From an optimization exercise on the open Yosys and OpenROAD flow, aimed at small area and a short achievable clock period; shortcuts taken in it are not production practice.
In this exercise RTL edits were held to simulation tests only and were not proved equivalent to the original.
Power is estimated from default activity; no workload was simulated.

--- flow/run.sh ---
#!/bin/bash
# The standard layout (standard.sh), with two changes made on its make
# command line / environment:
#  - ADDER_MAP_FILE is left empty, so synthesis does not extract full and
#    half adder cells and ABC maps the adder and popcount trees from gates;
#    the rest of synth_recipe.tcl runs unchanged, so the registers and their
#    names are the standard synthesis's
#  - ports are buffered with sky130_fd_sc_hd__buf_2 instead of the default
#    delay buffer
set -euo pipefail
sed 's#SYNTH_SCRIPT=#ADDER_MAP_FILE= SYNTH_SCRIPT=#' standard.sh > flow_standard.sh
grep -q "ADDER_MAP_FILE= SYNTH_SCRIPT=" flow_standard.sh
export BUFFER_PORTS_ARGS="-buffer_cell sky130_fd_sc_hd__buf_2"
bash flow_standard.sh > flow_make.log 2>&1
--- standard.sh ---
#!/bin/bash
# synth_recipe.tcl (not shown) runs the flow's synth.tcl, then flattens the netlist and writes it again
# the make line also repeats each setting of config.mk as NAME=value (left out here)
make -C /OpenROAD-flow-scripts/flow DESIGN_CONFIG=/design/flow/config.mk WORK_HOME=/design/flow/orfs CLKGATE_MAP_FILE= SYNTH_SCRIPT=/design/flow/synth_recipe.tcl "${@:-finish}"
--- config.mk ---
export PLATFORM = sky130hd
export DESIGN_NAME = bmu_top
export DESIGN_NICKNAME = bmu_top
export VERILOG_FILES = /design/flow/design.v
export SDC_FILE = /design/flow/constraint.sdc
export NUM_CORES = 4
export LEC_CHECK = 0
export ABC_AREA = 1
export CAP_MARGIN = 20
export CORE_MARGIN = 2
export CORE_UTILIZATION = 50
export PLACE_DENSITY = 0.7
export SETUP_SLACK_MARGIN = 3.0
export SLEW_MARGIN = 20
--- constraint.sdc ---
create_clock -name core_clock -period 7.5 [get_ports {clk}]
set_input_delay 1.5000 -clock core_clock [delete_from_list [all_inputs] [get_ports {clk}]]
set_output_delay 1.5000 -clock core_clock [all_outputs]
set_load 0.01 [all_outputs]
--- design.v ---
package bmu_op_pkg;
  localparam int BMU_OP_W = 6;
  typedef enum logic [BMU_OP_W-1:0] {
    OP_NOP,
    OP_ADD,
    OP_SUB,
    OP_SLT,
    OP_SLTU,
    OP_AND,
    OP_OR,
    OP_XOR,
    OP_ANDN,
    OP_ORN,
    OP_XNOR,
    OP_SLL,
    OP_SRL,
    OP_SRA,
    OP_ROL,
    OP_ROR,
    OP_SH1ADD,
    OP_SH2ADD,
    OP_SH3ADD,
    OP_CLZ,
    OP_CTZ,
    OP_CPOP,
    OP_SEXT_B,
    OP_SEXT_H,
    OP_MIN,
    OP_MAX,
    OP_MINU,
    OP_MAXU,
    OP_PACK,
    OP_PACKU,
    OP_PACKH,
    OP_REV8,
    OP_ORC_B,
    OP_BSET,
    OP_BCLR,
    OP_BINV,
    OP_BEXT,
    OP_CSRW,
    OP_CSRWI
  } bmu_op_e;
endpackage
package bmu_data_pkg;
  localparam int BMU_XLEN = 32;
  localparam int BMU_SHAMT_W = $clog2(BMU_XLEN);
  localparam int BMU_COUNT_W = $clog2(BMU_XLEN) + 1;
  typedef logic [BMU_XLEN-1:0] bmu_word_t;
  typedef logic [BMU_SHAMT_W-1:0] bmu_shamt_t;
  typedef logic [BMU_COUNT_W-1:0] bmu_count_t;
endpackage
module bmu_top #(
  parameter bit ZBA_EN = 1'b1,
  parameter bit ZBB_EN = 1'b1,
  parameter bit ZBS_EN = 1'b1,
  parameter bit ZBP_EN = 1'b1
) (
  input  logic        clk,
  input  logic        rst_n,
  input  logic        valid_in,
  input  logic [5:0]  op,
  input  logic        csr_ren,
  input  logic [31:0] csr_rddata,
  input  logic [31:0] a,
  input  logic [31:0] b,
  output logic [31:0] result,
  output logic        error
);
  logic ext_off;
  always_comb begin
    case (op)
      6'd16, 6'd17, 6'd18:
        ext_off = !ZBA_EN;
      6'd8, 6'd9, 6'd10, 6'd14, 6'd15, 6'd19, 6'd20, 6'd21, 6'd22, 6'd23,
      6'd24, 6'd25, 6'd26, 6'd27, 6'd28, 6'd30, 6'd31, 6'd32:
        ext_off = !ZBB_EN;
      6'd33, 6'd34, 6'd35, 6'd36:
        ext_off = !ZBS_EN;
      6'd29:
        ext_off = !ZBP_EN;
      default:
        ext_off = 1'b0;
    endcase
  end
  logic illegal, csr_sel, en;
  assign illegal = (csr_ren && (op != 6'd0)) || ext_off;
  assign csr_sel = csr_ren && (op == 6'd0);
  assign en      = !csr_ren && !ext_off;
  logic [63:0] d;
  assign d = {63'd0, en} << op;
  logic o_add, o_sub, o_slt, o_sltu, o_and, o_or, o_xor, o_andn, o_orn, o_xnor;
  logic o_sll, o_srl, o_sra, o_rol, o_ror, o_sh1, o_sh2, o_sh3, o_clz, o_ctz;
  logic o_cpop, o_sextb, o_sexth, o_min, o_max, o_minu, o_maxu, o_pack, o_packu;
  logic o_packh, o_rev8, o_orcb, o_bset, o_bclr, o_binv, o_bext, o_csrw, o_csrwi;
  assign o_add   = d[1];
  assign o_sub   = d[2];
  assign o_slt   = d[3];
  assign o_sltu  = d[4];
  assign o_and   = d[5];
  assign o_or    = d[6];
  assign o_xor   = d[7];
  assign o_andn  = d[8];
  assign o_orn   = d[9];
  assign o_xnor  = d[10];
  assign o_sll   = d[11];
  assign o_srl   = d[12];
  assign o_sra   = d[13];
  assign o_rol   = d[14];
  assign o_ror   = d[15];
  assign o_sh1   = d[16];
  assign o_sh2   = d[17];
  assign o_sh3   = d[18];
  assign o_clz   = d[19];
  assign o_ctz   = d[20];
  assign o_cpop  = d[21];
  assign o_sextb = d[22];
  assign o_sexth = d[23];
  assign o_min   = d[24];
  assign o_max   = d[25];
  assign o_minu  = d[26];
  assign o_maxu  = d[27];
  assign o_pack  = d[28];
  assign o_packu = d[29];
  assign o_packh = d[30];
  assign o_rev8  = d[31];
  assign o_orcb  = d[32];
  assign o_bset  = d[33];
  assign o_bclr  = d[34];
  assign o_binv  = d[35];
  assign o_bext  = d[36];
  assign o_csrw  = d[37];
  assign o_csrwi = d[38];
  logic shx, sh1, sh2, sh3, eoh, inv, cin, cmp_s;
  assign shx   = op[4] & ~op[3];
  assign sh1   = shx & ~op[1] & ~op[0];
  assign sh2   = shx & op[0];
  assign sh3   = shx & op[1];
  assign eoh   = op[5];
  assign inv   = op[3] | (~op[4] & ~op[2] & ~op[0]) | (op[2] & ~op[1] & ~op[0]) |
                 (~op[5] & ~op[2] & op[1] & op[0]);
  assign cin   = op[3] | (~op[4] & ~op[0]) | (op[1] & op[0]);
  assign cmp_s = op[4] ? ~op[1] : op[0];
  logic mn, mx, kc, k1, k2;
  assign mn    = o_min | o_minu;
  assign mx    = o_max | o_maxu;
  assign kc    = o_add | o_sub | o_sh1 | o_sh2 | o_sh3;
  assign k1    = o_and | o_andn | o_or | o_orn | o_bset | o_bclr;
  assign k2    = kc | o_xor | o_xnor | o_or | o_orn | o_bset | o_binv;
  logic [4:0]  s;
  logic [31:0] oh, am, bm, p, g, c, x;
  assign s = b[4:0];
  always_comb begin
    for (int i = 0; i < 32; i++) begin
      oh[i] = (s == i[4:0]);
      am[i] = (a[i] & ~shx) | ((i >= 1) ? (a[(i+31)%32] & sh1) : 1'b0) |
              ((i >= 2) ? (a[(i+30)%32] & sh2) : 1'b0) | ((i >= 3) ? (a[(i+29)%32] & sh3) : 1'b0);
      bm[i] = (eoh ? oh[i] : b[i]) ^ inv;
    end
  end
  assign p = am ^ bm;
  assign g = am & bm;
  always_comb begin
    for (int i = 0; i < 32; i++) begin
      x[i] = ((p[i] & k2) | (g[i] & k1)) ^ (c[i] & kc);
    end
  end
  logic lt;
  assign lt = ~((cmp_s ? (~a[31] & b[31]) : g[31]) | (p[31] & c[31]));
  logic sel_a, sel_b, pa_lo8, pa_lo16, pa_hi, pb_lo, pb_hi;
  assign sel_a   = (mn & lt) | (mx & ~lt);
  assign sel_b   = (mn & ~lt) | (mx & lt);
  assign pa_hi   = sel_a | o_csrw;
  assign pa_lo16 = pa_hi | o_sexth | o_pack;
  assign pa_lo8  = pa_lo16 | o_sextb | o_packh;
  assign pb_lo   = sel_b | o_csrwi;
  assign pb_hi   = pb_lo | o_packu;
  logic [31:0] cp;
  always_comb begin
    for (int i = 0; i < 32; i++) begin
      cp[i] = (a[i] & ((i < 8) ? pa_lo8 : (i < 16) ? pa_lo16 : pa_hi)) |
              (b[i] & ((i < 16) ? pb_lo : pb_hi));
    end
  end
  logic        left;
  logic [4:0]  r;
  logic [31:0] rot0, rot1, rot2, rot3, rot4, rot;
  assign left = ~op[2] | (op[1] & ~op[0]);
  assign r[0] = s[0];
  assign r[1] = s[1] ^ (left & s[0]);
  assign r[2] = s[2] ^ (left & (|s[1:0]));
  assign r[3] = s[3] ^ (left & (|s[2:0]));
  assign r[4] = s[4] ^ (left & (|s[3:0]));
  assign rot0 = r[0] ? {a[0], a[31:1]} : a;
  assign rot1 = r[1] ? {rot0[1:0], rot0[31:2]} : rot0;
  assign rot2 = r[2] ? {rot1[3:0], rot1[31:4]} : rot1;
  assign rot3 = r[3] ? {rot2[7:0], rot2[31:8]} : rot2;
  assign rot  = r[4] ? {rot3[15:0], rot3[31:16]} : rot3;
  logic [31:0] t, shv;
  logic rotate, right;
  assign rotate = o_rol | o_ror;
  assign right  = o_srl | o_sra;
  always_comb begin
    for (int j = 0; j < 32; j++) t[j] = (s <= j[4:0]);
    for (int i = 0; i < 32; i++) begin
      shv[i] = (rot[i] & (rotate | (o_sll & t[i]) | (right & t[31-i]))) |
               (o_sra & a[31] & ~t[31-i]);
    end
  end
  logic [5:0] pop, lzc, tzc, cnt;
  assign cnt = ({6{o_cpop}} & pop) | ({6{o_clz}} & lzc) | ({6{o_ctz}} & tzc);
  logic [31:0] y;
  always_comb begin
    for (int i = 0; i < 32; i++) begin
      y[i] = (o_rev8 & a[8*(3-i/8) + i%8]) | (o_orcb & (|a[8*(i/8) +: 8]));
      if (i >= 8)             y[i] = y[i] | (o_sextb & a[7]);
      if (i >= 16)            y[i] = y[i] | (o_sexth & a[15]) | (o_pack & b[(i+16)%32]);
      if (i < 16)             y[i] = y[i] | (o_packu & a[(i+16)%32]);
      if (i >= 8 && i < 16)   y[i] = y[i] | (o_packh & b[(i+24)%32]);
    end
  end
  logic [31:0] result_next;
  always_comb begin
    result_next = x | shv | y | cp | (csr_rddata & {32{csr_sel}});
    result_next[5:0] = result_next[5:0] | cnt;
    result_next[0] = result_next[0] | (lt & (o_slt | o_sltu)) | (o_bext & rot[0]);
  end
  always_ff @(posedge clk or negedge rst_n) begin
    if (!rst_n) begin
      result <= '0;
      error  <= 1'b0;
    end else if (valid_in) begin
      result <= result_next;
      error  <= illegal;
    end
  end
  logic pc_1;
  logic pc_2;
  logic pc_3;
  logic pc_4;
  logic pc_5;
  logic pc_6;
  logic pc_7;
  logic pc_8;
  logic pc_9;
  logic pc_10;
  logic pc_11;
  logic pc_12;
  logic pc_13;
  logic pc_14;
  logic pc_15;
  logic pc_16;
  logic pc_17;
  logic pc_18;
  logic pc_19;
  logic pc_20;
  logic pc_21;
  logic pc_22;
  logic pc_23;
  logic pc_24;
  logic pc_25;
  logic pc_26;
  logic pc_27;
  logic pc_28;
  logic pc_29;
  logic pc_30;
  logic pc_31;
  logic pc_32;
  logic pc_33;
  logic pc_34;
  logic pc_35;
  logic pc_36;
  logic pc_37;
  logic pc_38;
  logic pc_39;
  logic pc_40;
  logic pc_41;
  logic pc_42;
  logic pc_43;
  logic pc_44;
  logic pc_45;
  logic pc_46;
  logic pc_47;
  logic pc_48;
  logic pc_49;
  logic pc_50;
  logic pc_51;
  logic pc_52;
  logic pc_o0;
  logic pc_o1;
  logic pc_o2;
  logic pc_o3;
  logic pc_o4;
  logic pc_o5;
  logic lz_v1_0;
  logic lz_c1_0_0;
  logic lz_v1_1;
  logic lz_c1_1_0;
  logic lz_v1_2;
  logic lz_c1_2_0;
  logic lz_v1_3;
  logic lz_c1_3_0;
  logic lz_v1_4;
  logic lz_c1_4_0;
  logic lz_v1_5;
  logic lz_c1_5_0;
  logic lz_v1_6;
  logic lz_c1_6_0;
  logic lz_v1_7;
  logic lz_c1_7_0;
  logic lz_v1_8;
  logic lz_c1_8_0;
  logic lz_v1_9;
  logic lz_c1_9_0;
  logic lz_v1_10;
  logic lz_c1_10_0;
  logic lz_v1_11;
  logic lz_c1_11_0;
  logic lz_v1_12;
  logic lz_c1_12_0;
  logic lz_v1_13;
  logic lz_c1_13_0;
  logic lz_v1_14;
  logic lz_c1_14_0;
  logic lz_v1_15;
  logic lz_c1_15_0;
  logic lz_v2_0;
  logic lz_c2_0_0;
  logic lz_c2_0_1;
  logic lz_v2_1;
  logic lz_c2_1_0;
  logic lz_c2_1_1;
  logic lz_v2_2;
  logic lz_c2_2_0;
  logic lz_c2_2_1;
  logic lz_v2_3;
  logic lz_c2_3_0;
  logic lz_c2_3_1;
  logic lz_v2_4;
  logic lz_c2_4_0;
  logic lz_c2_4_1;
  logic lz_v2_5;
  logic lz_c2_5_0;
  logic lz_c2_5_1;
  logic lz_v2_6;
  logic lz_c2_6_0;
  logic lz_c2_6_1;
  logic lz_v2_7;
  logic lz_c2_7_0;
  logic lz_c2_7_1;
  logic lz_v3_0;
  logic lz_c3_0_0;
  logic lz_c3_0_1;
  logic lz_c3_0_2;
  logic lz_v3_1;
  logic lz_c3_1_0;
  logic lz_c3_1_1;
  logic lz_c3_1_2;
  logic lz_v3_2;
  logic lz_c3_2_0;
  logic lz_c3_2_1;
  logic lz_c3_2_2;
  logic lz_v3_3;
  logic lz_c3_3_0;
  logic lz_c3_3_1;
  logic lz_c3_3_2;
  logic lz_v4_0;
  logic lz_c4_0_0;
  logic lz_c4_0_1;
  logic lz_c4_0_2;
  logic lz_c4_0_3;
  logic lz_v4_1;
  logic lz_c4_1_0;
  logic lz_c4_1_1;
  logic lz_c4_1_2;
  logic lz_c4_1_3;
  logic lz_v5_0;
  logic lz_c5_0_0;
  logic lz_c5_0_1;
  logic lz_c5_0_2;
  logic lz_c5_0_3;
  logic lz_c5_0_4;
  logic tz_v1_0;
  logic tz_c1_0_0;
  logic tz_v1_1;
  logic tz_c1_1_0;
  logic tz_v1_2;
  logic tz_c1_2_0;
  logic tz_v1_3;
  logic tz_c1_3_0;
  logic tz_v1_4;
  logic tz_c1_4_0;
  logic tz_v1_5;
  logic tz_c1_5_0;
  logic tz_v1_6;
  logic tz_c1_6_0;
  logic tz_v1_7;
  logic tz_c1_7_0;
  logic tz_v1_8;
  logic tz_c1_8_0;
  logic tz_v1_9;
  logic tz_c1_9_0;
  logic tz_v1_10;
  logic tz_c1_10_0;
  logic tz_v1_11;
  logic tz_c1_11_0;
  logic tz_v1_12;
  logic tz_c1_12_0;
  logic tz_v1_13;
  logic tz_c1_13_0;
  logic tz_v1_14;
  logic tz_c1_14_0;
  logic tz_v1_15;
  logic tz_c1_15_0;
  logic tz_v2_0;
  logic tz_c2_0_0;
  logic tz_c2_0_1;
  logic tz_v2_1;
  logic tz_c2_1_0;
  logic tz_c2_1_1;
  logic tz_v2_2;
  logic tz_c2_2_0;
  logic tz_c2_2_1;
  logic tz_v2_3;
  logic tz_c2_3_0;
  logic tz_c2_3_1;
  logic tz_v2_4;
  logic tz_c2_4_0;
  logic tz_c2_4_1;
  logic tz_v2_5;
  logic tz_c2_5_0;
  logic tz_c2_5_1;
  logic tz_v2_6;
  logic tz_c2_6_0;
  logic tz_c2_6_1;
  logic tz_v2_7;
  logic tz_c2_7_0;
  logic tz_c2_7_1;
  logic tz_v3_0;
  logic tz_c3_0_0;
  logic tz_c3_0_1;
  logic tz_c3_0_2;
  logic tz_v3_1;
  logic tz_c3_1_0;
  logic tz_c3_1_1;
  logic tz_c3_1_2;
  logic tz_v3_2;
  logic tz_c3_2_0;
  logic tz_c3_2_1;
  logic tz_c3_2_2;
  logic tz_v3_3;
  logic tz_c3_3_0;
  logic tz_c3_3_1;
  logic tz_c3_3_2;
  logic tz_v4_0;
  logic tz_c4_0_0;
  logic tz_c4_0_1;
  logic tz_c4_0_2;
  logic tz_c4_0_3;
  logic tz_v4_1;
  logic tz_c4_1_0;
  logic tz_c4_1_1;
  logic tz_c4_1_2;
  logic tz_c4_1_3;
  logic tz_v5_0;
  logic tz_c5_0_0;
  logic tz_c5_0_1;
  logic tz_c5_0_2;
  logic tz_c5_0_3;
  logic tz_c5_0_4;
  logic bk_g1_1;
  logic bk_p1_1;
  logic bk_g1_3;
  logic bk_p1_3;
  logic bk_g1_5;
  logic bk_p1_5;
  logic bk_g1_7;
  logic bk_p1_7;
  logic bk_g1_9;
  logic bk_p1_9;
  logic bk_g1_11;
  logic bk_p1_11;
  logic bk_g1_13;
  logic bk_p1_13;
  logic bk_g1_15;
  logic bk_p1_15;
  logic bk_g1_17;
  logic bk_p1_17;
  logic bk_g1_19;
  logic bk_p1_19;
  logic bk_g1_21;
  logic bk_p1_21;
  logic bk_g1_23;
  logic bk_p1_23;
  logic bk_g1_25;
  logic bk_p1_25;
  logic bk_g1_27;
  logic bk_p1_27;
  logic bk_g1_29;
  logic bk_p1_29;
  logic bk_g1_31;
  logic bk_p1_31;
  logic bk_g2_3;
  logic bk_p2_3;
  logic bk_g2_7;
  logic bk_p2_7;
  logic bk_g2_11;
  logic bk_p2_11;
  logic bk_g2_15;
  logic bk_p2_15;
  logic bk_g2_19;
  logic bk_p2_19;
  logic bk_g2_23;
  logic bk_p2_23;
  logic bk_g2_27;
  logic bk_p2_27;
  logic bk_g2_31;
  logic bk_p2_31;
  logic bk_g4_7;
  logic bk_p4_7;
  logic bk_g4_15;
  logic bk_p4_15;
  logic bk_g4_23;
  logic bk_p4_23;
  logic bk_g4_31;
  logic bk_p4_31;
  logic bk_g8_15;
  logic bk_p8_15;
  logic bk_g8_31;
  logic bk_p8_31;
  logic bk_g16_31;
  logic bk_p16_31;
  logic bk_h8_23;
  logic bk_h4_11;
  logic bk_h4_19;
  logic bk_h4_27;
  logic bk_h2_5;
  logic bk_h2_9;
  logic bk_h2_13;
  logic bk_h2_17;
  logic bk_h2_21;
  logic bk_h2_25;
  logic bk_h2_29;
  logic bk_h1_2;
  logic bk_h1_4;
  logic bk_h1_6;
  logic bk_h1_8;
  logic bk_h1_10;
  logic bk_h1_12;
  logic bk_h1_14;
  logic bk_h1_16;
  logic bk_h1_18;
  logic bk_h1_20;
  logic bk_h1_22;
  logic bk_h1_24;
  logic bk_h1_26;
  logic bk_h1_28;
  logic bk_h1_30;
  assign pc_1 = a[0] ^ a[10] ^ a[11];
  assign pc_2 = (a[0] & a[10]) | (a[0] & a[11]) | (a[10] & a[11]);
  assign pc_3 = a[12] ^ a[13] ^ a[14];
  assign pc_4 = (a[12] & a[13]) | (a[12] & a[14]) | (a[13] & a[14]);
  assign pc_5 = a[15] ^ a[16] ^ a[17];
  assign pc_6 = (a[15] & a[16]) | (a[15] & a[17]) | (a[16] & a[17]);
  assign pc_7 = a[18] ^ a[19] ^ a[1];
  assign pc_8 = (a[18] & a[19]) | (a[18] & a[1]) | (a[19] & a[1]);
  assign pc_9 = a[20] ^ a[21] ^ a[22];
  assign pc_10 = (a[20] & a[21]) | (a[20] & a[22]) | (a[21] & a[22]);
  assign pc_11 = a[23] ^ a[24] ^ a[25];
  assign pc_12 = (a[23] & a[24]) | (a[23] & a[25]) | (a[24] & a[25]);
  assign pc_13 = a[26] ^ a[27] ^ a[28];
  assign pc_14 = (a[26] & a[27]) | (a[26] & a[28]) | (a[27] & a[28]);
  assign pc_15 = a[29] ^ a[2] ^ a[30];
  assign pc_16 = (a[29] & a[2]) | (a[29] & a[30]) | (a[2] & a[30]);
  assign pc_17 = a[31] ^ a[3] ^ a[4];
  assign pc_18 = (a[31] & a[3]) | (a[31] & a[4]) | (a[3] & a[4]);
  assign pc_19 = a[5] ^ a[6] ^ a[7];
  assign pc_20 = (a[5] & a[6]) | (a[5] & a[7]) | (a[6] & a[7]);
  assign pc_21 = a[8] ^ a[9] ^ pc_1;
  assign pc_22 = (a[8] & a[9]) | (a[8] & pc_1) | (a[9] & pc_1);
  assign pc_23 = pc_11 ^ pc_13 ^ pc_15;
  assign pc_24 = (pc_11 & pc_13) | (pc_11 & pc_15) | (pc_13 & pc_15);
  assign pc_25 = pc_17 ^ pc_19 ^ pc_3;
  assign pc_26 = (pc_17 & pc_19) | (pc_17 & pc_3) | (pc_19 & pc_3);
  assign pc_27 = pc_5 ^ pc_7 ^ pc_9;
  assign pc_28 = (pc_5 & pc_7) | (pc_5 & pc_9) | (pc_7 & pc_9);
  assign pc_29 = pc_21 ^ pc_23 ^ pc_25;
  assign pc_30 = (pc_21 & pc_23) | (pc_21 & pc_25) | (pc_23 & pc_25);
  assign pc_31 = pc_10 ^ pc_12 ^ pc_14;
  assign pc_32 = (pc_10 & pc_12) | (pc_10 & pc_14) | (pc_12 & pc_14);
  assign pc_33 = pc_16 ^ pc_18 ^ pc_2;
  assign pc_34 = (pc_16 & pc_18) | (pc_16 & pc_2) | (pc_18 & pc_2);
  assign pc_35 = pc_20 ^ pc_4 ^ pc_6;
  assign pc_36 = (pc_20 & pc_4) | (pc_20 & pc_6) | (pc_4 & pc_6);
  assign pc_37 = pc_8 ^ pc_22 ^ pc_24;
  assign pc_38 = (pc_8 & pc_22) | (pc_8 & pc_24) | (pc_22 & pc_24);
  assign pc_39 = pc_26 ^ pc_28 ^ pc_31;
  assign pc_40 = (pc_26 & pc_28) | (pc_26 & pc_31) | (pc_28 & pc_31);
  assign pc_41 = pc_33 ^ pc_35 ^ pc_30;
  assign pc_42 = (pc_33 & pc_35) | (pc_33 & pc_30) | (pc_35 & pc_30);
  assign pc_43 = pc_37 ^ pc_39;
  assign pc_44 = pc_37 & pc_39;
  assign pc_45 = pc_32 ^ pc_34 ^ pc_36;
  assign pc_46 = (pc_32 & pc_34) | (pc_32 & pc_36) | (pc_34 & pc_36);
  assign pc_47 = pc_38 ^ pc_40 ^ pc_45;
  assign pc_48 = (pc_38 & pc_40) | (pc_38 & pc_45) | (pc_40 & pc_45);
  assign pc_49 = pc_44 ^ pc_42;
  assign pc_50 = pc_44 & pc_42;
  assign pc_51 = pc_46 ^ pc_48;
  assign pc_52 = pc_46 & pc_48;
  assign pc_o0 = (pc_27 ^ pc_29) ^ (1'b0);
  assign pc_o1 = (pc_43 ^ pc_41) ^ (((pc_27 & pc_29)));
  assign pc_o2 = (pc_47 ^ pc_49) ^ (((pc_27 & pc_29) & (pc_43 | pc_41)) | ((pc_43 & pc_41)));
  assign pc_o3 = (pc_50 ^ pc_51) ^ (((pc_27 & pc_29) & (pc_43 | pc_41) & (pc_47 | pc_49)) | ((pc_43 & pc_41) & (pc_47 | pc_49)) | ((pc_47 & pc_49)));
  assign pc_o4 = pc_52 ^ (((pc_27 & pc_29) & (pc_43 | pc_41) & (pc_47 | pc_49) & (pc_50 | pc_51)) | ((pc_43 & pc_41) & (pc_47 | pc_49) & (pc_50 | pc_51)) | ((pc_47 & pc_49) & (pc_50 | pc_51)) | ((pc_50 & pc_51)));
  assign pc_o5 = 1'b0 ^ (((pc_27 & pc_29) & (pc_43 | pc_41) & (pc_47 | pc_49) & (pc_50 | pc_51) & pc_52) | ((pc_43 & pc_41) & (pc_47 | pc_49) & (pc_50 | pc_51) & pc_52) | ((pc_47 & pc_49) & (pc_50 | pc_51) & pc_52) | ((pc_50 & pc_51) & pc_52) | (1'b0));
  assign lz_v1_0 = a[1] | a[0];
  assign lz_c1_0_0 = ~a[1];
  assign lz_v1_1 = a[3] | a[2];
  assign lz_c1_1_0 = ~a[3];
  assign lz_v1_2 = a[5] | a[4];
  assign lz_c1_2_0 = ~a[5];
  assign lz_v1_3 = a[7] | a[6];
  assign lz_c1_3_0 = ~a[7];
  assign lz_v1_4 = a[9] | a[8];
  assign lz_c1_4_0 = ~a[9];
  assign lz_v1_5 = a[11] | a[10];
  assign lz_c1_5_0 = ~a[11];
  assign lz_v1_6 = a[13] | a[12];
  assign lz_c1_6_0 = ~a[13];
  assign lz_v1_7 = a[15] | a[14];
  assign lz_c1_7_0 = ~a[15];
  assign lz_v1_8 = a[17] | a[16];
  assign lz_c1_8_0 = ~a[17];
  assign lz_v1_9 = a[19] | a[18];
  assign lz_c1_9_0 = ~a[19];
  assign lz_v1_10 = a[21] | a[20];
  assign lz_c1_10_0 = ~a[21];
  assign lz_v1_11 = a[23] | a[22];
  assign lz_c1_11_0 = ~a[23];
  assign lz_v1_12 = a[25] | a[24];
  assign lz_c1_12_0 = ~a[25];
  assign lz_v1_13 = a[27] | a[26];
  assign lz_c1_13_0 = ~a[27];
  assign lz_v1_14 = a[29] | a[28];
  assign lz_c1_14_0 = ~a[29];
  assign lz_v1_15 = a[31] | a[30];
  assign lz_c1_15_0 = ~a[31];
  assign lz_v2_0 = lz_v1_1 | lz_v1_0;
  assign lz_c2_0_0 = lz_v1_1 ? lz_c1_1_0 : lz_c1_0_0;
  assign lz_c2_0_1 = ~lz_v1_1;
  assign lz_v2_1 = lz_v1_3 | lz_v1_2;
  assign lz_c2_1_0 = lz_v1_3 ? lz_c1_3_0 : lz_c1_2_0;
  assign lz_c2_1_1 = ~lz_v1_3;
  assign lz_v2_2 = lz_v1_5 | lz_v1_4;
  assign lz_c2_2_0 = lz_v1_5 ? lz_c1_5_0 : lz_c1_4_0;
  assign lz_c2_2_1 = ~lz_v1_5;
  assign lz_v2_3 = lz_v1_7 | lz_v1_6;
  assign lz_c2_3_0 = lz_v1_7 ? lz_c1_7_0 : lz_c1_6_0;
  assign lz_c2_3_1 = ~lz_v1_7;
  assign lz_v2_4 = lz_v1_9 | lz_v1_8;
  assign lz_c2_4_0 = lz_v1_9 ? lz_c1_9_0 : lz_c1_8_0;
  assign lz_c2_4_1 = ~lz_v1_9;
  assign lz_v2_5 = lz_v1_11 | lz_v1_10;
  assign lz_c2_5_0 = lz_v1_11 ? lz_c1_11_0 : lz_c1_10_0;
  assign lz_c2_5_1 = ~lz_v1_11;
  assign lz_v2_6 = lz_v1_13 | lz_v1_12;
  assign lz_c2_6_0 = lz_v1_13 ? lz_c1_13_0 : lz_c1_12_0;
  assign lz_c2_6_1 = ~lz_v1_13;
  assign lz_v2_7 = lz_v1_15 | lz_v1_14;
  assign lz_c2_7_0 = lz_v1_15 ? lz_c1_15_0 : lz_c1_14_0;
  assign lz_c2_7_1 = ~lz_v1_15;
  assign lz_v3_0 = lz_v2_1 | lz_v2_0;
  assign lz_c3_0_0 = lz_v2_1 ? lz_c2_1_0 : lz_c2_0_0;
  assign lz_c3_0_1 = lz_v2_1 ? lz_c2_1_1 : lz_c2_0_1;
  assign lz_c3_0_2 = ~lz_v2_1;
  assign lz_v3_1 = lz_v2_3 | lz_v2_2;
  assign lz_c3_1_0 = lz_v2_3 ? lz_c2_3_0 : lz_c2_2_0;
  assign lz_c3_1_1 = lz_v2_3 ? lz_c2_3_1 : lz_c2_2_1;
  assign lz_c3_1_2 = ~lz_v2_3;
  assign lz_v3_2 = lz_v2_5 | lz_v2_4;
  assign lz_c3_2_0 = lz_v2_5 ? lz_c2_5_0 : lz_c2_4_0;
  assign lz_c3_2_1 = lz_v2_5 ? lz_c2_5_1 : lz_c2_4_1;
  assign lz_c3_2_2 = ~lz_v2_5;
  assign lz_v3_3 = lz_v2_7 | lz_v2_6;
  assign lz_c3_3_0 = lz_v2_7 ? lz_c2_7_0 : lz_c2_6_0;
  assign lz_c3_3_1 = lz_v2_7 ? lz_c2_7_1 : lz_c2_6_1;
  assign lz_c3_3_2 = ~lz_v2_7;
  assign lz_v4_0 = lz_v3_1 | lz_v3_0;
  assign lz_c4_0_0 = lz_v3_1 ? lz_c3_1_0 : lz_c3_0_0;
  assign lz_c4_0_1 = lz_v3_1 ? lz_c3_1_1 : lz_c3_0_1;
  assign lz_c4_0_2 = lz_v3_1 ? lz_c3_1_2 : lz_c3_0_2;
  assign lz_c4_0_3 = ~lz_v3_1;
  assign lz_v4_1 = lz_v3_3 | lz_v3_2;
  assign lz_c4_1_0 = lz_v3_3 ? lz_c3_3_0 : lz_c3_2_0;
  assign lz_c4_1_1 = lz_v3_3 ? lz_c3_3_1 : lz_c3_2_1;
  assign lz_c4_1_2 = lz_v3_3 ? lz_c3_3_2 : lz_c3_2_2;
  assign lz_c4_1_3 = ~lz_v3_3;
  assign lz_v5_0 = lz_v4_1 | lz_v4_0;
  assign lz_c5_0_0 = lz_v4_1 ? lz_c4_1_0 : lz_c4_0_0;
  assign lz_c5_0_1 = lz_v4_1 ? lz_c4_1_1 : lz_c4_0_1;
  assign lz_c5_0_2 = lz_v4_1 ? lz_c4_1_2 : lz_c4_0_2;
  assign lz_c5_0_3 = lz_v4_1 ? lz_c4_1_3 : lz_c4_0_3;
  assign lz_c5_0_4 = ~lz_v4_1;
  assign tz_v1_0 = a[0] | a[1];
  assign tz_c1_0_0 = ~a[0];
  assign tz_v1_1 = a[2] | a[3];
  assign tz_c1_1_0 = ~a[2];
  assign tz_v1_2 = a[4] | a[5];
  assign tz_c1_2_0 = ~a[4];
  assign tz_v1_3 = a[6] | a[7];
  assign tz_c1_3_0 = ~a[6];
  assign tz_v1_4 = a[8] | a[9];
  assign tz_c1_4_0 = ~a[8];
  assign tz_v1_5 = a[10] | a[11];
  assign tz_c1_5_0 = ~a[10];
  assign tz_v1_6 = a[12] | a[13];
  assign tz_c1_6_0 = ~a[12];
  assign tz_v1_7 = a[14] | a[15];
  assign tz_c1_7_0 = ~a[14];
  assign tz_v1_8 = a[16] | a[17];
  assign tz_c1_8_0 = ~a[16];
  assign tz_v1_9 = a[18] | a[19];
  assign tz_c1_9_0 = ~a[18];
  assign tz_v1_10 = a[20] | a[21];
  assign tz_c1_10_0 = ~a[20];
  assign tz_v1_11 = a[22] | a[23];
  assign tz_c1_11_0 = ~a[22];
  assign tz_v1_12 = a[24] | a[25];
  assign tz_c1_12_0 = ~a[24];
  assign tz_v1_13 = a[26] | a[27];
  assign tz_c1_13_0 = ~a[26];
  assign tz_v1_14 = a[28] | a[29];
  assign tz_c1_14_0 = ~a[28];
  assign tz_v1_15 = a[30] | a[31];
  assign tz_c1_15_0 = ~a[30];
  assign tz_v2_0 = tz_v1_0 | tz_v1_1;
  assign tz_c2_0_0 = tz_v1_0 ? tz_c1_0_0 : tz_c1_1_0;
  assign tz_c2_0_1 = ~tz_v1_0;
  assign tz_v2_1 = tz_v1_2 | tz_v1_3;
  assign tz_c2_1_0 = tz_v1_2 ? tz_c1_2_0 : tz_c1_3_0;
  assign tz_c2_1_1 = ~tz_v1_2;
  assign tz_v2_2 = tz_v1_4 | tz_v1_5;
  assign tz_c2_2_0 = tz_v1_4 ? tz_c1_4_0 : tz_c1_5_0;
  assign tz_c2_2_1 = ~tz_v1_4;
  assign tz_v2_3 = tz_v1_6 | tz_v1_7;
  assign tz_c2_3_0 = tz_v1_6 ? tz_c1_6_0 : tz_c1_7_0;
  assign tz_c2_3_1 = ~tz_v1_6;
  assign tz_v2_4 = tz_v1_8 | tz_v1_9;
  assign tz_c2_4_0 = tz_v1_8 ? tz_c1_8_0 : tz_c1_9_0;
  assign tz_c2_4_1 = ~tz_v1_8;
  assign tz_v2_5 = tz_v1_10 | tz_v1_11;
  assign tz_c2_5_0 = tz_v1_10 ? tz_c1_10_0 : tz_c1_11_0;
  assign tz_c2_5_1 = ~tz_v1_10;
  assign tz_v2_6 = tz_v1_12 | tz_v1_13;
  assign tz_c2_6_0 = tz_v1_12 ? tz_c1_12_0 : tz_c1_13_0;
  assign tz_c2_6_1 = ~tz_v1_12;
  assign tz_v2_7 = tz_v1_14 | tz_v1_15;
  assign tz_c2_7_0 = tz_v1_14 ? tz_c1_14_0 : tz_c1_15_0;
  assign tz_c2_7_1 = ~tz_v1_14;
  assign tz_v3_0 = tz_v2_0 | tz_v2_1;
  assign tz_c3_0_0 = tz_v2_0 ? tz_c2_0_0 : tz_c2_1_0;
  assign tz_c3_0_1 = tz_v2_0 ? tz_c2_0_1 : tz_c2_1_1;
  assign tz_c3_0_2 = ~tz_v2_0;
  assign tz_v3_1 = tz_v2_2 | tz_v2_3;
  assign tz_c3_1_0 = tz_v2_2 ? tz_c2_2_0 : tz_c2_3_0;
  assign tz_c3_1_1 = tz_v2_2 ? tz_c2_2_1 : tz_c2_3_1;
  assign tz_c3_1_2 = ~tz_v2_2;
  assign tz_v3_2 = tz_v2_4 | tz_v2_5;
  assign tz_c3_2_0 = tz_v2_4 ? tz_c2_4_0 : tz_c2_5_0;
  assign tz_c3_2_1 = tz_v2_4 ? tz_c2_4_1 : tz_c2_5_1;
  assign tz_c3_2_2 = ~tz_v2_4;
  assign tz_v3_3 = tz_v2_6 | tz_v2_7;
  assign tz_c3_3_0 = tz_v2_6 ? tz_c2_6_0 : tz_c2_7_0;
  assign tz_c3_3_1 = tz_v2_6 ? tz_c2_6_1 : tz_c2_7_1;
  assign tz_c3_3_2 = ~tz_v2_6;
  assign tz_v4_0 = tz_v3_0 | tz_v3_1;
  assign tz_c4_0_0 = tz_v3_0 ? tz_c3_0_0 : tz_c3_1_0;
  assign tz_c4_0_1 = tz_v3_0 ? tz_c3_0_1 : tz_c3_1_1;
  assign tz_c4_0_2 = tz_v3_0 ? tz_c3_0_2 : tz_c3_1_2;
  assign tz_c4_0_3 = ~tz_v3_0;
  assign tz_v4_1 = tz_v3_2 | tz_v3_3;
  assign tz_c4_1_0 = tz_v3_2 ? tz_c3_2_0 : tz_c3_3_0;
  assign tz_c4_1_1 = tz_v3_2 ? tz_c3_2_1 : tz_c3_3_1;
  assign tz_c4_1_2 = tz_v3_2 ? tz_c3_2_2 : tz_c3_3_2;
  assign tz_c4_1_3 = ~tz_v3_2;
  assign tz_v5_0 = tz_v4_0 | tz_v4_1;
  assign tz_c5_0_0 = tz_v4_0 ? tz_c4_0_0 : tz_c4_1_0;
  assign tz_c5_0_1 = tz_v4_0 ? tz_c4_0_1 : tz_c4_1_1;
  assign tz_c5_0_2 = tz_v4_0 ? tz_c4_0_2 : tz_c4_1_2;
  assign tz_c5_0_3 = tz_v4_0 ? tz_c4_0_3 : tz_c4_1_3;
  assign tz_c5_0_4 = ~tz_v4_0;
  assign pop[0] = pc_o0;
  assign lzc[0] = (lz_c5_0_0 & lz_v5_0);
  assign tzc[0] = (tz_c5_0_0 & tz_v5_0);
  assign pop[1] = pc_o1;
  assign lzc[1] = (lz_c5_0_1 & lz_v5_0);
  assign tzc[1] = (tz_c5_0_1 & tz_v5_0);
  assign pop[2] = pc_o2;
  assign lzc[2] = (lz_c5_0_2 & lz_v5_0);
  assign tzc[2] = (tz_c5_0_2 & tz_v5_0);
  assign pop[3] = pc_o3;
  assign lzc[3] = (lz_c5_0_3 & lz_v5_0);
  assign tzc[3] = (tz_c5_0_3 & tz_v5_0);
  assign pop[4] = pc_o4;
  assign lzc[4] = (lz_c5_0_4 & lz_v5_0);
  assign tzc[4] = (tz_c5_0_4 & tz_v5_0);
  assign pop[5] = pc_o5;
  assign lzc[5] = ~lz_v5_0;
  assign tzc[5] = ~tz_v5_0;
  assign bk_g1_1 = g[1] | (p[1] & (g[0] | (p[0] & cin)));
  assign bk_p1_1 = p[1] & p[0];
  assign bk_g1_3 = g[3] | (p[3] & g[2]);
  assign bk_p1_3 = p[3] & p[2];
  assign bk_g1_5 = g[5] | (p[5] & g[4]);
  assign bk_p1_5 = p[5] & p[4];
  assign bk_g1_7 = g[7] | (p[7] & g[6]);
  assign bk_p1_7 = p[7] & p[6];
  assign bk_g1_9 = g[9] | (p[9] & g[8]);
  assign bk_p1_9 = p[9] & p[8];
  assign bk_g1_11 = g[11] | (p[11] & g[10]);
  assign bk_p1_11 = p[11] & p[10];
  assign bk_g1_13 = g[13] | (p[13] & g[12]);
  assign bk_p1_13 = p[13] & p[12];
  assign bk_g1_15 = g[15] | (p[15] & g[14]);
  assign bk_p1_15 = p[15] & p[14];
  assign bk_g1_17 = g[17] | (p[17] & g[16]);
  assign bk_p1_17 = p[17] & p[16];
  assign bk_g1_19 = g[19] | (p[19] & g[18]);
  assign bk_p1_19 = p[19] & p[18];
  assign bk_g1_21 = g[21] | (p[21] & g[20]);
  assign bk_p1_21 = p[21] & p[20];
  assign bk_g1_23 = g[23] | (p[23] & g[22]);
  assign bk_p1_23 = p[23] & p[22];
  assign bk_g1_25 = g[25] | (p[25] & g[24]);
  assign bk_p1_25 = p[25] & p[24];
  assign bk_g1_27 = g[27] | (p[27] & g[26]);
  assign bk_p1_27 = p[27] & p[26];
  assign bk_g1_29 = g[29] | (p[29] & g[28]);
  assign bk_p1_29 = p[29] & p[28];
  assign bk_g1_31 = g[31] | (p[31] & g[30]);
  assign bk_p1_31 = p[31] & p[30];
  assign bk_g2_3 = bk_g1_3 | (bk_p1_3 & bk_g1_1);
  assign bk_p2_3 = bk_p1_3 & bk_p1_1;
  assign bk_g2_7 = bk_g1_7 | (bk_p1_7 & bk_g1_5);
  assign bk_p2_7 = bk_p1_7 & bk_p1_5;
  assign bk_g2_11 = bk_g1_11 | (bk_p1_11 & bk_g1_9);
  assign bk_p2_11 = bk_p1_11 & bk_p1_9;
  assign bk_g2_15 = bk_g1_15 | (bk_p1_15 & bk_g1_13);
  assign bk_p2_15 = bk_p1_15 & bk_p1_13;
  assign bk_g2_19 = bk_g1_19 | (bk_p1_19 & bk_g1_17);
  assign bk_p2_19 = bk_p1_19 & bk_p1_17;
  assign bk_g2_23 = bk_g1_23 | (bk_p1_23 & bk_g1_21);
  assign bk_p2_23 = bk_p1_23 & bk_p1_21;
  assign bk_g2_27 = bk_g1_27 | (bk_p1_27 & bk_g1_25);
  assign bk_p2_27 = bk_p1_27 & bk_p1_25;
  assign bk_g2_31 = bk_g1_31 | (bk_p1_31 & bk_g1_29);
  assign bk_p2_31 = bk_p1_31 & bk_p1_29;
  assign bk_g4_7 = bk_g2_7 | (bk_p2_7 & bk_g2_3);
  assign bk_p4_7 = bk_p2_7 & bk_p2_3;
  assign bk_g4_15 = bk_g2_15 | (bk_p2_15 & bk_g2_11);
  assign bk_p4_15 = bk_p2_15 & bk_p2_11;
  assign bk_g4_23 = bk_g2_23 | (bk_p2_23 & bk_g2_19);
  assign bk_p4_23 = bk_p2_23 & bk_p2_19;
  assign bk_g4_31 = bk_g2_31 | (bk_p2_31 & bk_g2_27);
  assign bk_p4_31 = bk_p2_31 & bk_p2_27;
  assign bk_g8_15 = bk_g4_15 | (bk_p4_15 & bk_g4_7);
  assign bk_p8_15 = bk_p4_15 & bk_p4_7;
  assign bk_g8_31 = bk_g4_31 | (bk_p4_31 & bk_g4_23);
  assign bk_p8_31 = bk_p4_31 & bk_p4_23;
  assign bk_g16_31 = bk_g8_31 | (bk_p8_31 & bk_g8_15);
  assign bk_p16_31 = bk_p8_31 & bk_p8_15;
  assign bk_h8_23 = bk_g4_23 | (bk_p4_23 & bk_g8_15);
  assign bk_h4_11 = bk_g2_11 | (bk_p2_11 & bk_g4_7);
  assign bk_h4_19 = bk_g2_19 | (bk_p2_19 & bk_g8_15);
  assign bk_h4_27 = bk_g2_27 | (bk_p2_27 & bk_h8_23);
  assign bk_h2_5 = bk_g1_5 | (bk_p1_5 & bk_g2_3);
  assign bk_h2_9 = bk_g1_9 | (bk_p1_9 & bk_g4_7);
  assign bk_h2_13 = bk_g1_13 | (bk_p1_13 & bk_h4_11);
  assign bk_h2_17 = bk_g1_17 | (bk_p1_17 & bk_g8_15);
  assign bk_h2_21 = bk_g1_21 | (bk_p1_21 & bk_h4_19);
  assign bk_h2_25 = bk_g1_25 | (bk_p1_25 & bk_h8_23);
  assign bk_h2_29 = bk_g1_29 | (bk_p1_29 & bk_h4_27);
  assign bk_h1_2 = g[2] | (p[2] & bk_g1_1);
  assign bk_h1_4 = g[4] | (p[4] & bk_g2_3);
  assign bk_h1_6 = g[6] | (p[6] & bk_h2_5);
  assign bk_h1_8 = g[8] | (p[8] & bk_g4_7);
  assign bk_h1_10 = g[10] | (p[10] & bk_h2_9);
  assign bk_h1_12 = g[12] | (p[12] & bk_h4_11);
  assign bk_h1_14 = g[14] | (p[14] & bk_h2_13);
  assign bk_h1_16 = g[16] | (p[16] & bk_g8_15);
  assign bk_h1_18 = g[18] | (p[18] & bk_h2_17);
  assign bk_h1_20 = g[20] | (p[20] & bk_h4_19);
  assign bk_h1_22 = g[22] | (p[22] & bk_h2_21);
  assign bk_h1_24 = g[24] | (p[24] & bk_h8_23);
  assign bk_h1_26 = g[26] | (p[26] & bk_h2_25);
  assign bk_h1_28 = g[28] | (p[28] & bk_h4_27);
  assign bk_h1_30 = g[30] | (p[30] & bk_h2_29);
  assign c[0] = cin;
  assign c[1] = (g[0] | (p[0] & cin));
  assign c[2] = bk_g1_1;
  assign c[3] = bk_h1_2;
  assign c[4] = bk_g2_3;
  assign c[5] = bk_h1_4;
  assign c[6] = bk_h2_5;
  assign c[7] = bk_h1_6;
  assign c[8] = bk_g4_7;
  assign c[9] = bk_h1_8;
  assign c[10] = bk_h2_9;
  assign c[11] = bk_h1_10;
  assign c[12] = bk_h4_11;
  assign c[13] = bk_h1_12;
  assign c[14] = bk_h2_13;
  assign c[15] = bk_h1_14;
  assign c[16] = bk_g8_15;
  assign c[17] = bk_h1_16;
  assign c[18] = bk_h2_17;
  assign c[19] = bk_h1_18;
  assign c[20] = bk_h4_19;
  assign c[21] = bk_h1_20;
  assign c[22] = bk_h2_21;
  assign c[23] = bk_h1_22;
  assign c[24] = bk_h8_23;
  assign c[25] = bk_h1_24;
  assign c[26] = bk_h2_25;
  assign c[27] = bk_h1_26;
  assign c[28] = bk_h4_27;
  assign c[29] = bk_h1_28;
  assign c[30] = bk_h2_29;
  assign c[31] = bk_h1_30;
endmodule
==> out/results.md, run 1 <==
| Parameter | Value |
|---|---|
| Portion of the post-synthesis area used by sequential elements | 7.70% |
| Unrepaired setup endpoints after global routing | yes |
| Post-synthesis instance area | 10700 sq um |
| Final-report hold violation count | 0 |
| Number of placed I/O pins | 139 |
| Final Core Density | 68.3% |
| # clock sinks | 33 |
| Std-Cell Rows | 53 |
| Post-synth EDFFs | 0 |
| Number of max-capacitance violations reported | 1 |
| Wire length per cell | 28.1 um |
| Area enclosed by the die boundary | 22600 sq um |
| Kind of start point of the critical path | input port |
| Starting density of the core | 51.0% |
| Total core area | 21000 sq um |
| Summed negative setup slack over all endpoints | 0 ns |
| Transition at the pin with the smallest max-transition slack | 1.81 ns |
| Number of input and output port buffers inserted | 138 |
| Aggregate global routing overflow | 0 |
| IR drop worst, VDD | 0.128 mV |
| Fraction of registers with async set or reset after synthesis | 100% |
| Kind of critical path | in2reg |
| Crit path required time | 7.68 ns |
| Primary FF master, synth | sky130_fd_sc_hd__dfrtp_1 |
| Die height | 150 um |
| DR iter-0 viols | 3406 |
| Path class of the lowest-slack min-delay path | reg2reg |
| Maximum number of pins on one net before global-route repair | 35 |
| Flip-flop and latch count after synthesis | 33 |
| Wire length of the first global-routing pass | 93600 um |
| Number of global-route vias before repair | 14818 |
| Fin crit period | 4.93 ns |
| Final Net Count | 2366 |
| Final worst clock skew | 0 ns |
| Clock latency on the worst-skew pair | 0.29 ns |
| Outcome | failed layout checks |
| Crit end category | flop |
| Total track usage | 57.1% |
| Final HPWL DP | 48300 um |
| Static power due to leakage | 6.45 nW |
| Synth-to-Final Area Change | 34.0% |
| Detailed Routing Iterations Pass 1 | 14 |
| Maximum fanout encountered on the critical timing path | 9 |
| Layout check failures | capacitance limit, slew limit |
| Die extent in x | 150 um |
| Final setup violating endpoints | 0 |
| Mean area per synthesized cell | 5.17 sq um |
| Wirelength, routed | 71300 um |
| CTS hold repair buffers | 0 |
| Root buffer selected by CTS | sky130_fd_sc_hd__clkbuf_16 |
| Routability cong. | 1.15 |
| Share of post-route cells with drive strength above 1 | 26.4% |
| Number of distinct library cells after synthesis | 63 |
| Share of the clock period used by the worst path after layout | 65.7% |
| Power density relative to cell area | 127 nW/um^2 |
| Number of buffers created by CTS | 5 |
| Final ANT Viol Nets | 0 |
| Detailed-route via count | 17707 |
| Level count of the clock H-tree | 2 |
| Max Root-Sink Buffers | 2 |
| Worst Hold Margin | 0.516 ns |
| Arrival time at the worst endpoint | 5.10 ns |
| Synthesized netlist net count | 2178 |
| Yosys warning total | 1 |
| Pins Over Slew Limit | 2 |
| Clock transition at the register clock pins on the worst setup and hold paths after CTS | 0.06 ns |
| Maximum clock rate | 203 MHz |
| Max_slew headroom | -22.1% |
| DRC Markers | 0 |
| Initial antenna violation count | 6 |
| Gate count after technology mapping | 2072 |
| Via density per instance | 6.98 |
| TritonCTS clock tree | yes |
[state kept, by name, summed over array words and instances (netlist names)]
signal and flops:
result 32, error 1
[worst paths after layout]
kind                         endpoint  cells past startpoint  slack, ns       from
max in group asynchronous  result[13]                      1       5.62      rst_n
setup reg to reg            result[0]                      2       6.79  result[0]
hold reg to reg                 error                      2       0.52      error
hold / removal                  error                      2       0.52      error
setup / recovery           result[11]                     11       2.57       a[7]
min in group asynchronous  result[17]                      1       1.33      rst_n
[repair_timing]
action,in CTS,in global routing
pin swaps,20,70
gates cloned,14,5
endpoints found under the hold margin,0,0
resized for setup,141,260
endpoints found under the setup margin,32,32
buffers inserted,32,89
[routing by layer]
layer	wire (um)	part of all wire, %	global-route usage, %	vias to the layer above
met5	160	0.22	0.455	-
met4	9200	13	50.0	10
met3	13300	19	25.5	760
met2	26400	37	79.2	1844
met1	22300	31	65.8	7790
li1	-	-	-	7303
[cells in the mapped netlist (3+ instances only)]
master,number,area [sq um]
sky130_fd_sc_hd__nand2_4,4,45.0
sky130_fd_sc_hd__buf_6,8,90.1
sky130_fd_sc_hd__inv_2,14,52.6
sky130_fd_sc_hd__a221o_1,4,40.0
sky130_fd_sc_hd__or2_1,10,62.6
sky130_fd_sc_hd__o211ai_1,26,195
sky130_fd_sc_hd__a21oi_1,130,651
sky130_fd_sc_hd__nand4_1,25,156
sky130_fd_sc_hd__xnor2_1,18,158
sky130_fd_sc_hd__a2111oi_0,18,158
sky130_fd_sc_hd__nor3_1,13,65.1
sky130_fd_sc_hd__nand2_1,637,2390
sky130_fd_sc_hd__buf_1,4,15.0
sky130_fd_sc_hd__a21oi_2,26,228
sky130_fd_sc_hd__or2_2,20,125
sky130_fd_sc_hd__o21ai_0,170,851
sky130_fd_sc_hd__o31ai_1,3,22.5
sky130_fd_sc_hd__o21ai_1,19,95.1
sky130_fd_sc_hd__o21a_1,17,128
sky130_fd_sc_hd__a211oi_1,5,37.5
sky130_fd_sc_hd__nor2_2,8,50.1
sky130_fd_sc_hd__nand3_1,76,380
sky130_fd_sc_hd__buf_2,11,55.1
sky130_fd_sc_hd__buf_4,14,105
sky130_fd_sc_hd__clkbuf_1,73,274
sky130_fd_sc_hd__a21o_1,3,22.5
sky130_fd_sc_hd__dfrtp_1,33,826
sky130_fd_sc_hd__nor2_1,229,860
sky130_fd_sc_hd__a221oi_1,10,87.6
sky130_fd_sc_hd__o2111ai_1,14,123
sky130_fd_sc_hd__nand2_2,16,100
sky130_fd_sc_hd__o221ai_1,16,140
sky130_fd_sc_hd__a31oi_1,3,18.8
sky130_fd_sc_hd__clkinv_1,4,15.0
sky130_fd_sc_hd__a22oi_1,11,82.6
sky130_fd_sc_hd__inv_1,232,871
sky130_fd_sc_hd__xor2_1,26,228
sky130_fd_sc_hd__nor2_4,5,56.3
sky130_fd_sc_hd__o22ai_1,67,419
sky130_fd_sc_hd__o21bai_1,9,67.6
sky130_fd_sc_hd__nor4_1,6,37.5
sky130_fd_sc_hd__nand3b_1,8,60.1
[report_power, final]
group	leakage [nW]	total, mW	internal (mW)	switching, mW
Combinational	6.00	1.39	0.459	0.926
Sequential	0.394	0.230	0.210	0.0199
Clock	0.0655	0.207	0.119	0.0878
[critical path, stage by stage]
cell,delay [ns]
sky130_fd_sc_hd__clkbuf_4,0.22
sky130_fd_sc_hd__clkinvlp_4,0.17
sky130_fd_sc_hd__buf_4,0.16
sky130_fd_sc_hd__buf_4,0.17
sky130_fd_sc_hd__nor3_1,0.07
sky130_fd_sc_hd__nor2_2,0.36
sky130_fd_sc_hd__inv_1,0.31
sky130_fd_sc_hd__nor4_1,1.53
sky130_fd_sc_hd__nand4_1,0.31
sky130_fd_sc_hd__a21oi_2,0.20
sky130_fd_sc_hd__a21oi_1,0.09
[final cells by class]
cell class | count | area, sq um
clock inverter | 1 | 5.00
fill | 1849 | 6660
tap | 275 | 344
sequential | 33 | 826
antenna | 2 | 5.00
timing repair buffer | 282 | 2300
timing repair inverter | 2 | 12.5
clock buffer | 5 | 125
inverter | 250 | 1070
multi-input combinational | 1686 | 9680
[cells by family after synthesis]
kind of cell              count (synthesis)  share of synthesized area (%)
AOI/OAI and AO/OA                       563                           32.4
xor gates and xnor gates                 45                           3.75
DFF                                      33                           7.70
buffers and inverters                   364                           14.3
and+or+nand+nor                        1067                           41.9
[cells in the final DEF (no fill, tap or decap), types with 9 or more instances in the layout]
cell and count:
sky130_fd_sc_hd__nand3_1 67, sky130_fd_sc_hd__o22ai_1 53, sky130_fd_sc_hd__o211ai_1 26, sky130_fd_sc_hd__buf_2 118, sky130_fd_sc_hd__nand4_1 25, sky130_fd_sc_hd__xnor2_1 16
sky130_fd_sc_hd__dfrtp_1 33, sky130_fd_sc_hd__a21oi_2 41, sky130_fd_sc_hd__a22oi_1 11, sky130_fd_sc_hd__or2_1 9, sky130_fd_sc_hd__o21a_1 17, sky130_fd_sc_hd__nand2_8 11
sky130_fd_sc_hd__xor2_1 21, sky130_fd_sc_hd__inv_1 203, sky130_fd_sc_hd__or2_2 20, sky130_fd_sc_hd__nand2_1 573, sky130_fd_sc_hd__o21ai_0 148, sky130_fd_sc_hd__inv_2 12
sky130_fd_sc_hd__o21ai_1 32, sky130_fd_sc_hd__nor2_2 22, sky130_fd_sc_hd__o21bai_1 9, sky130_fd_sc_hd__a221oi_1 9, sky130_fd_sc_hd__buf_6 11, sky130_fd_sc_hd__a2111oi_0 14
sky130_fd_sc_hd__buf_4 116, sky130_fd_sc_hd__nor2_4 24, sky130_fd_sc_hd__nand2_4 21, sky130_fd_sc_hd__o2111ai_1 12, sky130_fd_sc_hd__a21oi_1 112, sky130_fd_sc_hd__nor3_1 9
sky130_fd_sc_hd__o221ai_1 15, sky130_fd_sc_hd__buf_12 19, sky130_fd_sc_hd__nor2_1 196, sky130_fd_sc_hd__clkinvlp_4 22, sky130_fd_sc_hd__nand2_2 57
[per-stage QoR]
| step | instances | power, mW | area [sq um] | setup slack (ns) |
|---|---|---|---|---|
| 2_1_floorplan | 2072 | 0.955 | 10700 | 3.33 |
| 3_3_place_gp | 2388 | 1.24 | 11400 | 1.60 |
| 3_5_place_dp | 2388 | 1.26 | 11400 | 1.45 |
| 4_1_cts | 2440 | 1.57 | 12600 | 3.00 |
| 5_1_grt | 2534 | 1.90 | 14400 | 2.52 |
| 6_report | 2536 | 1.82 | 14400 | 2.57 |
==> run 2: changes to the inputs <==
--- a/config.mk
+++ b/config.mk
@@ -8,7 +8,7 @@
 export ABC_AREA = 1
 export CAP_MARGIN = 20
 export CORE_MARGIN = 2
-export CORE_UTILIZATION = 50
-export PLACE_DENSITY = 0.7
+export CORE_UTILIZATION = 40
+export PLACE_DENSITY = 0.6
 export SETUP_SLACK_MARGIN = 3.0
 export SLEW_MARGIN = 20
==> run 2 against run 1 <==
Now clean on timing, DRC and antenna; first-iteration DRC count decreased by 29%; maximum frequency increased by 9.3%; clock skew unchanged; largest cell class unchanged; critical path type unchanged; clock power increased by 14%; area after synthesis unchanged; synthesized cell count unchanged; count of clock-buffer cells in the layout increased by 2.
==> out/results.md, run 2 <==
| Parameter | Value |
|---|---|
| Routability cong. | 1.10 |
| Static power due to leakage | 6.49 nW |
| Crit path required time | 7.68 ns |
| Maximum fanout encountered on the critical timing path | 13 |
| Detailed-route via count | 16509 |
| Clock latency on the worst-skew pair | 0.30 ns |
| TritonCTS clock tree | yes |
| Number of cells in the finished layout apart from fillers | 2599 |
| Placed cells | 2454 |
| Most frequent cells after synthesis | 637 x sky130_fd_sc_hd__nand2_1, 232 x sky130_fd_sc_hd__inv_1, 229 x sky130_fd_sc_hd__nor2_1 |
| Mean area per synthesized cell | 5.17 sq um |
| Path class of the lowest-slack min-delay path | reg2reg |
| Commonest cells after routing, fill and taps aside | 579 x sky130_fd_sc_hd__nand2_1, 204 x sky130_fd_sc_hd__nor2_1, 203 x sky130_fd_sc_hd__inv_1 |
| Placed Area | 11500 sq um |
| Number of placed I/O pins | 139 |
| Transition at the pin with the smallest max-transition slack | 0.982 ns |
| Share of the clock period used by the worst path after layout | 60.1% |
| Die extent in x | 168 um |
| Synthesized netlist net count | 2178 |
| Total track usage | 46.5% |
| Gate count after technology mapping | 2072 |
| Max Root-Sink Buffers | 2 |
| Yosys warning total | 1 |
| Summed negative setup slack over all endpoints | 0 ns |
| Top-area cell type share of the netlist area | 22.3% |
| Post-synth EDFFs | 0 |
| R2r startpoint | result[31] |
| Number of buffers created by CTS | 5 |
| Number of max-capacitance violations reported | 0 |
| Slowest cell delay on critical path | 0.28 ns |
| Final-report hold violation count | 0 |
| Commonest non-fill, non-tap cell in the layout | sky130_fd_sc_hd__nand2_1 |
| Number of global-route vias before repair | 14432 |
| Worst Hold Margin | 0.508 ns |
| Aggregate global routing overflow | 0 |
| Kind of start point of the critical path | input port |
| Slowest cell on the critical path | sky130_fd_sc_hd__o22ai_1 |
| Number of distinct library cells after synthesis | 63 |
| Synth top area cells | sky130_fd_sc_hd__nand2_1 22%, sky130_fd_sc_hd__inv_1 8.1%, sky130_fd_sc_hd__nor2_1 8.0%, sky130_fd_sc_hd__o21ai_0 7.9%, sky130_fd_sc_hd__dfrtp_1 7.7% |
| Worst-case setup margin in the final layout | 2.99 ns |
| Starting density of the core | 40.9% |
| CTS hold repair buffers | 0 |
| IR drop worst, VDD | 0.110 mV |
| Wirelength, routed | 69000 um |
| Post-synthesis instance area | 10700 sq um |
| Share of post-route cells with drive strength above 1 | 26.4% |
| Crit end category | flop |
| Portion of the post-synthesis area used by sequential elements | 7.70% |
| Unrepaired setup endpoints after global routing | yes |
| Diodes inserted | 0 |
| Pre-CTS setup slack | 1.92 ns |
| Final Net Count | 2369 |
| Root buffer selected by CTS | sky130_fd_sc_hd__clkbuf_16 |
| Largest register FFs | 32 |
| Most used cell, CP | sky130_fd_sc_hd__nand2_2 |
| Final setup violating endpoints | 0 |
| Worst R2R Setup Slack | 6.80 ns |
| Synth-to-Final Area Change | 34.4% |
| Fin crit period | 4.51 ns |
| Primary FF master, synth | sky130_fd_sc_hd__dfrtp_1 |
| Final Core Density | 55.0% |
| Arrival time at the worst endpoint | 4.69 ns |
| Clock transition at the register clock pins on the worst setup and hold paths after CTS | 0.07 ns |
| Power density relative to cell area | 125 nW/um^2 |
| Wire length per cell | 26.6 um |
| Reg-to-reg critical path endpoint | result[31] |
| Wire length of the first global-routing pass | 95700 um |
| Most used standard cell by instance count after synthesis | sky130_fd_sc_hd__nand2_1 |
| Yosys top cell by area | sky130_fd_sc_hd__nand2_1 |
| Maximum number of pins on one net before global-route repair | 64 |
| Launch point of the worst path | b[4] |
| Flip-flop and latch count after synthesis | 33 |
| Level count of the clock H-tree | 2 |
| Pins Over Slew Limit | 0 |
| FF-to-FF path depth | 2 |
| Maximum clock rate | 222 MHz |
| Number of input and output port buffers inserted | 138 |
| DR iter-0 viols | 2420 |
| DRC Markers | 0 |
| Total core area | 26200 sq um |
| Max_slew headroom | 34.4% |
| CP endpoint | result[2] |
| Kind of critical path | in2reg |
| Summed area of non-filler cells in the final layout | 14400 sq um |
| # clock sinks | 33 |
| Final ANT Viol Nets | 0 |
| Via density per instance | 6.35 |
| Top Registers | result (32), error (1) |
| Fraction of registers with async set or reset after synthesis | 100% |
| Area enclosed by the die boundary | 28100 sq um |
| Initial antenna violation count | 1 |
| Outcome | no timing/DRC/antenna violations |
| Std-Cell Rows | 59 |
| Register bank with the most flops | result |
| Final worst clock skew | 0 ns |
| Detailed Routing Iterations Pass 1 | 9 |
| Power Total | 1.81 mW |
| Die height | 168 um |
| Final HPWL DP | 51600 um |
## run 2: cell counts after synthesis
No cell type changed its count.
## run 2: how the worst min path moves through the flow
| stage | start | endpoint | cells past startpoint |
|---|---|---|---|
| floorplan | error | error | 2 |
| global placement | error | error | 2 |
| detailed placement | error | error | 2 |
| CTS | error | error | 2 |
| global route | result[23] | result[23] | 2 |
| finish | error | error | 2 |
## run 2: timing repair
item,4_1_cts,5_1_grt
resized for setup,123,260
setup endpoints to repair,32,32
gates cloned,7,2
setup buffers,39,89
pin swaps,16,68
## run 2: cells by family after synthesis
family                    count (synthesis)  synth area share (%)
AOI/OAI and AO/OA                       563                  32.4
and+or+nand+nor                        1067                  41.9
DFF                                      33                  7.70
xor gates and xnor gates                 45                  3.75
buffers and inverters                   364                  14.3
## run 2: final cells by class
class                   instances  area, sq um
flip-flops and latches         33          826
repair buffers                291         2380
inverters                     250         1090
clock inverters                 1         5.00
multi-input cells            1681         9540
clock buffers                   7          153
repair inverters                1         5.00
well taps                     335          419
fillers                      2794        11800
## run 2: where the power goes
group | total, mW | leakage, nW | switching (mW) | internal (mW)
clock | 0.236 | 0.0799 | 0.0947 | 0.141
sequential | 0.227 | 0.394 | 0.0171 | 0.210
combinational | 1.34 | 6.01 | 0.888 | 0.456
total | 1.81 | 6.49 | 0.999 | 0.807
## run 2: per-layer routing
| metal | part of all wire (%) | GRT usage (%) | vias up |
|---|---|---|---|
| li1 | - | - | 7297 |
| met1 | 37 | 57.8 | 7533 |
| met2 | 39 | 67.5 | 1303 |
| met3 | 13 | 13.0 | 372 |
| met4 | 11 | 36.0 | 4 |
| met5 | 0.11 | 1.57 | - |
## run 2: worst max-delay path: cells and delay by family
family,cells,cell delay [ns]
simple gates,24,2.46
buf+inv,3,0.38
compound gates,2,0.33

## port drivers added, routing unchanged
No port has a modelled driver above. Below, the same layouts with a new extraction and two added sets of constraints. Step 1 sets driving cells, clkbuf_16 on the clock port and buf_2 on the other inputs (assumed; they add their load-dependent delay and slew). Step 2, shift: input delay + t, output delay - t, t = (earliest + latest rising clock arrival at the registers) / 2. This alone moves slack from input paths to output paths. Three values: ideal ports, drivers, drivers and shift; two values: the first two.
| run | t, ns | slack for setup (ns) | worst setup path after step 2 |
|---|---|---|---|
| run 1 | 0.337 | 2.571 / 2.589 / 2.252 | input to register |
| run 2 | 0.339 | 2.991 / 2.975 / 2.636 | input to register |
The setup slack of run 2, which loses most, moves by -0.016 ns with the drivers and by -0.355 ns with both steps.
